Background: an optimization exercise with open tools, aiming at small area, a short achievable clock period and few clock cycles. Do not read the settings as production practice.
Only simulation tests tie the RTL to the original design; equivalence was not proved.
No activity file was given, so power comes from the tool's default toggle rates.

Design nice_core_top, start of the top module:
module nice_core_top (
   input  logic                  nice_clk,
   input  logic                  nice_rst_n,
   output logic                  nice_active,
   output logic                  nice_mem_holdup,
   input  logic                  nice_req_valid,
   output logic                  nice_req_ready,
   input  logic [32-1:0] nice_req_inst,
   input  logic [32-1:0] nice_req_rs1,
   input  logic [32-1:0] nice_req_rs2,
   output logic                  nice_rsp_valid,
   input  logic                  nice_rsp_ready,
   output logic [32-1:0] nice_rsp_rdat,
   output logic                  nice_rsp_err,
   output logic                  nice_icb_cmd_valid,
   input  logic                  nice_icb_cmd_ready,
   output logic [32-1:0] nice_icb_cmd_addr,
   output logic                  nice_icb_cmd_read,
   output logic [32-1:0] nice_icb_cmd_wdata,
   input  logic                  nice_icb_rsp_valid,
   output logic                  nice_icb_rsp_ready,
   input  logic [32-1:0] nice_icb_rsp_rdata,
   input  logic                  nice_icb_rsp_err
);
Size in the first run: roughly 3900 cells after synthesis, about 1100 flip-flops, ~240 I/O pins, roughly 44000 µm² of cells after synthesis.
==> flow/config.mk <==
export PLATFORM = sky130hd
export DESIGN_NAME = nice_core_top
export DESIGN_NICKNAME = nice_core_top
export VERILOG_FILES = /design/flow/design.v
export SDC_FILE = /design/flow/constraint.sdc
export NUM_CORES = 4
export LEC_CHECK = 0
export CAP_MARGIN = 20
export CORE_MARGIN = 2
export CORE_UTILIZATION = 40
export CTS_CLUSTER_DIAMETER = 150
export CTS_CLUSTER_SIZE = 24
export SETUP_SLACK_MARGIN = 4.2
export SLEW_MARGIN = 20
==> flow/constraint.sdc <==
create_clock -name core_clock -period 8.0 [get_ports {nice_clk}]
set_input_delay 1.6000 -clock core_clock [delete_from_list [all_inputs] [get_ports {nice_clk}]]
set_output_delay 1.6000 -clock core_clock [all_outputs]
set_load 0.01 [all_outputs]
run.sh (not shown) runs the stock make flow with config.mk's settings and CLKGATE_MAP_FILE= SYNTH_SCRIPT=/design/flow/synth_recipe.tcl, a recipe that flattens the netlist after the stock synthesis.
The starting point produced a clean layout.
Testbench counts at the start, summed over its fixed seeds: cycles 4,928.
==> next run, changes <==
- CORE_UTILIZATION: 40 -> 55
- CTS_BUF_LIST: default -> sky130_fd_sc_hd__clkbuf_4 sky130_fd_sc_hd__clkbuf_8
- CTS_CLUSTER_DIAMETER: 150 -> default
- CTS_CLUSTER_SIZE: 24 -> 25
=>
- combinational power barely changes
- die area came out lower by 27%
- cell area came out higher by 4.8%
==> next run, changes <==
- CORE_UTILIZATION: 55 -> 40
- CTS_BUF_LIST: sky130_fd_sc_hd__clkbuf_4 sky130_fd_sc_hd__clkbuf_8 -> default
- CTS_CLUSTER_DIAMETER: default -> 100
- CTS_CLUSTER_SIZE: 25 -> 20
=> Wire length went down by 6.4%. Via count went down by 6.1%. Worst hold slack gains 21 ps. Cell area went down by 4.0%. First-iteration DRC count went down by 13%.
==> next run, changes <==
- CTS_BUF_LIST: default -> sky130_fd_sc_hd__clkbuf_4 sky130_fd_sc_hd__clkbuf_8
- CTS_CLUSTER_DIAMETER: 100 -> default
- CTS_CLUSTER_SIZE: 20 -> 25
What happened: Final cell count grows by 4.4%. Core utilization climbs by 2.6 points. Setup slack degrades by 130 ps. Worst hold slack is worse by 4.5 ps. Power goes up by 19%. Critical path depth is unchanged. Area after synthesis does not change.

* * *

nice_core_top, a different RTL version from the one above (not shown whole).
Size: ~4200 cells after synthesis, roughly 46000 um^2 of cells after synthesis.
==> flow/design.v (excerpt) <==
module nice_core_top (
   input  logic                  nice_clk,
   input  logic                  nice_rst_n,
   output logic                  nice_active,
   output logic                  nice_mem_holdup,
   input  logic                  nice_req_valid,
   output logic                  nice_req_ready,
   input  logic [32-1:0] nice_req_inst,
   input  logic [32-1:0] nice_req_rs1,
   input  logic [32-1:0] nice_req_rs2,
   output logic                  nice_rsp_valid,
   input  logic                  nice_rsp_ready,
   output logic [32-1:0] nice_rsp_rdat,
   output logic                  nice_rsp_err,
   output logic                  nice_icb_cmd_valid,
   input  logic                  nice_icb_cmd_ready,
   output logic [32-1:0] nice_icb_cmd_addr,
   output logic                  nice_icb_cmd_read,
   output logic [32-1:0] nice_icb_cmd_wdata,
   input  logic                  nice_icb_rsp_valid,
   output logic                  nice_icb_rsp_ready,
   input  logic [32-1:0] nice_icb_rsp_rdata,
   input  logic                  nice_icb_rsp_err
);
Settings: LEC_CHECK=0, CAP_MARGIN=20, CORE_MARGIN=2, CORE_UTILIZATION=55, CTS_CLUSTER_DIAMETER=100, CTS_CLUSTER_SIZE=20, SETUP_SLACK_MARGIN=4.4, SLEW_MARGIN=20; clock period 8.0 ns.
Testbench counts at the start, summed over its fixed seeds: cycles 4,928.
==> next run, changes <==
Settings changed: CORE_UTILIZATION 55 to 40.
Result: The changed run went through all stages and came out clean. Worst setup slack improves by 0.045 ns. Cell area goes up by about 0.8%. Combinational power hardly moves. Routed wire length goes up by about 3.6%. Via count goes up by 0.38%.
==> next run, changes <==
Settings changed: SETUP_SLACK_MARGIN 4.4 to 4.2.
Result: Via count is lower by 2.2%; first-iteration DRC count falls by 8.4%; routed wire length falls by 4.7%; synthesized area is unchanged; clock-buffer cell count is unchanged.
==> next run, changes <==
==> flow/flow/run.sh (new file) <==
#!/bin/bash
# The standard layout, except that the port buffers are buf_2 cells instead of
# the flow's default choice. Synthesis is the standard one, unchanged.
set -euo pipefail
bash standard.sh synth > synth.log 2>&1
bash standard.sh finish 'BUFFER_PORTS_ARGS=-buffer_cell sky130_fd_sc_hd__buf_2' > layout.log 2>&1
==> flow/standard.sh (new file) <==
#!/bin/bash
# synth_recipe.tcl (not shown) runs the flow's synth.tcl, then flattens the netlist and writes it again
# the make line also repeats each setting of config.mk as NAME=value (left out here)
make -C /OpenROAD-flow-scripts/flow DESIGN_CONFIG=/design/flow/config.mk WORK_HOME=/design/flow/orfs CLKGATE_MAP_FILE= SYNTH_SCRIPT=/design/flow/synth_recipe.tcl "${@:-finish}"
Settings changed: SETUP_SLACK_MARGIN 4.2 to 4.4.
removed: flow/run.sh
Effect: Critical path depth is lower by 12. Clock skew rises by 0.0052 ns. Synthesized cell count stays the same.

[afterwards: timing with drivers on the ports]
The flow's constraints put no driver on any port. The routed layouts listed below were extracted and timed again, unchanged, in two steps.
Step 1 (the two cells are an assumption about what drives the block):
set clk [get_ports {nice_clk}]
set_driving_cell -lib_cell sky130_fd_sc_hd__clkbuf_16 $clk
set_driving_cell -lib_cell sky130_fd_sc_hd__buf_2 [delete_from_list [all_inputs] $clk]
Step 2 also shifts input and output timing later by t, the mid clock arrival at the registers, as if the neighbouring blocks saw the same clock.
Three values: ideal ports, drivers, drivers and shift; two values: the first two.
run	t (ns)	setup slack, ns	hold WS [ns]	worst setup path after step 2
the first run of note 1	0.736	4.089 / 4.047 / 3.776	0.336 / 0.336 / 0.336	input to register
the second run of note 1	0.898	4.001 / 3.933 / 3.740	0.320 / 0.320 / 0.320	input to register
the third run of note 1	0.723	4.136 / 4.068 / 3.808	0.341 / 0.341 / 0.341	input to register
the fourth run of note 1	0.897	4.010 / 3.943 / 3.583	0.337 / 0.337 / 0.337	input to register
the first run of note 2	0.698	4.317 / 4.288 / 3.817	0.336 / 0.336 / 0.336	input to register
the second run of note 2	0.726	4.363 / 4.315 / 3.832	0.323 / 0.323 / 0.323	input to register
the third run of note 2	0.728	4.234 / 4.190 / 3.715	0.328 / 0.328 / 0.328	input to register
the fourth run of note 2	0.720	4.349 / 4.312 / 3.973	0.314 / 0.314 / 0.314	input to register
After both steps every run listed still meets setup and hold. For the second run of note 2, which loses most, drivers alone change the setup slack by -0.048 ns; drivers and shift together by -0.531 ns.
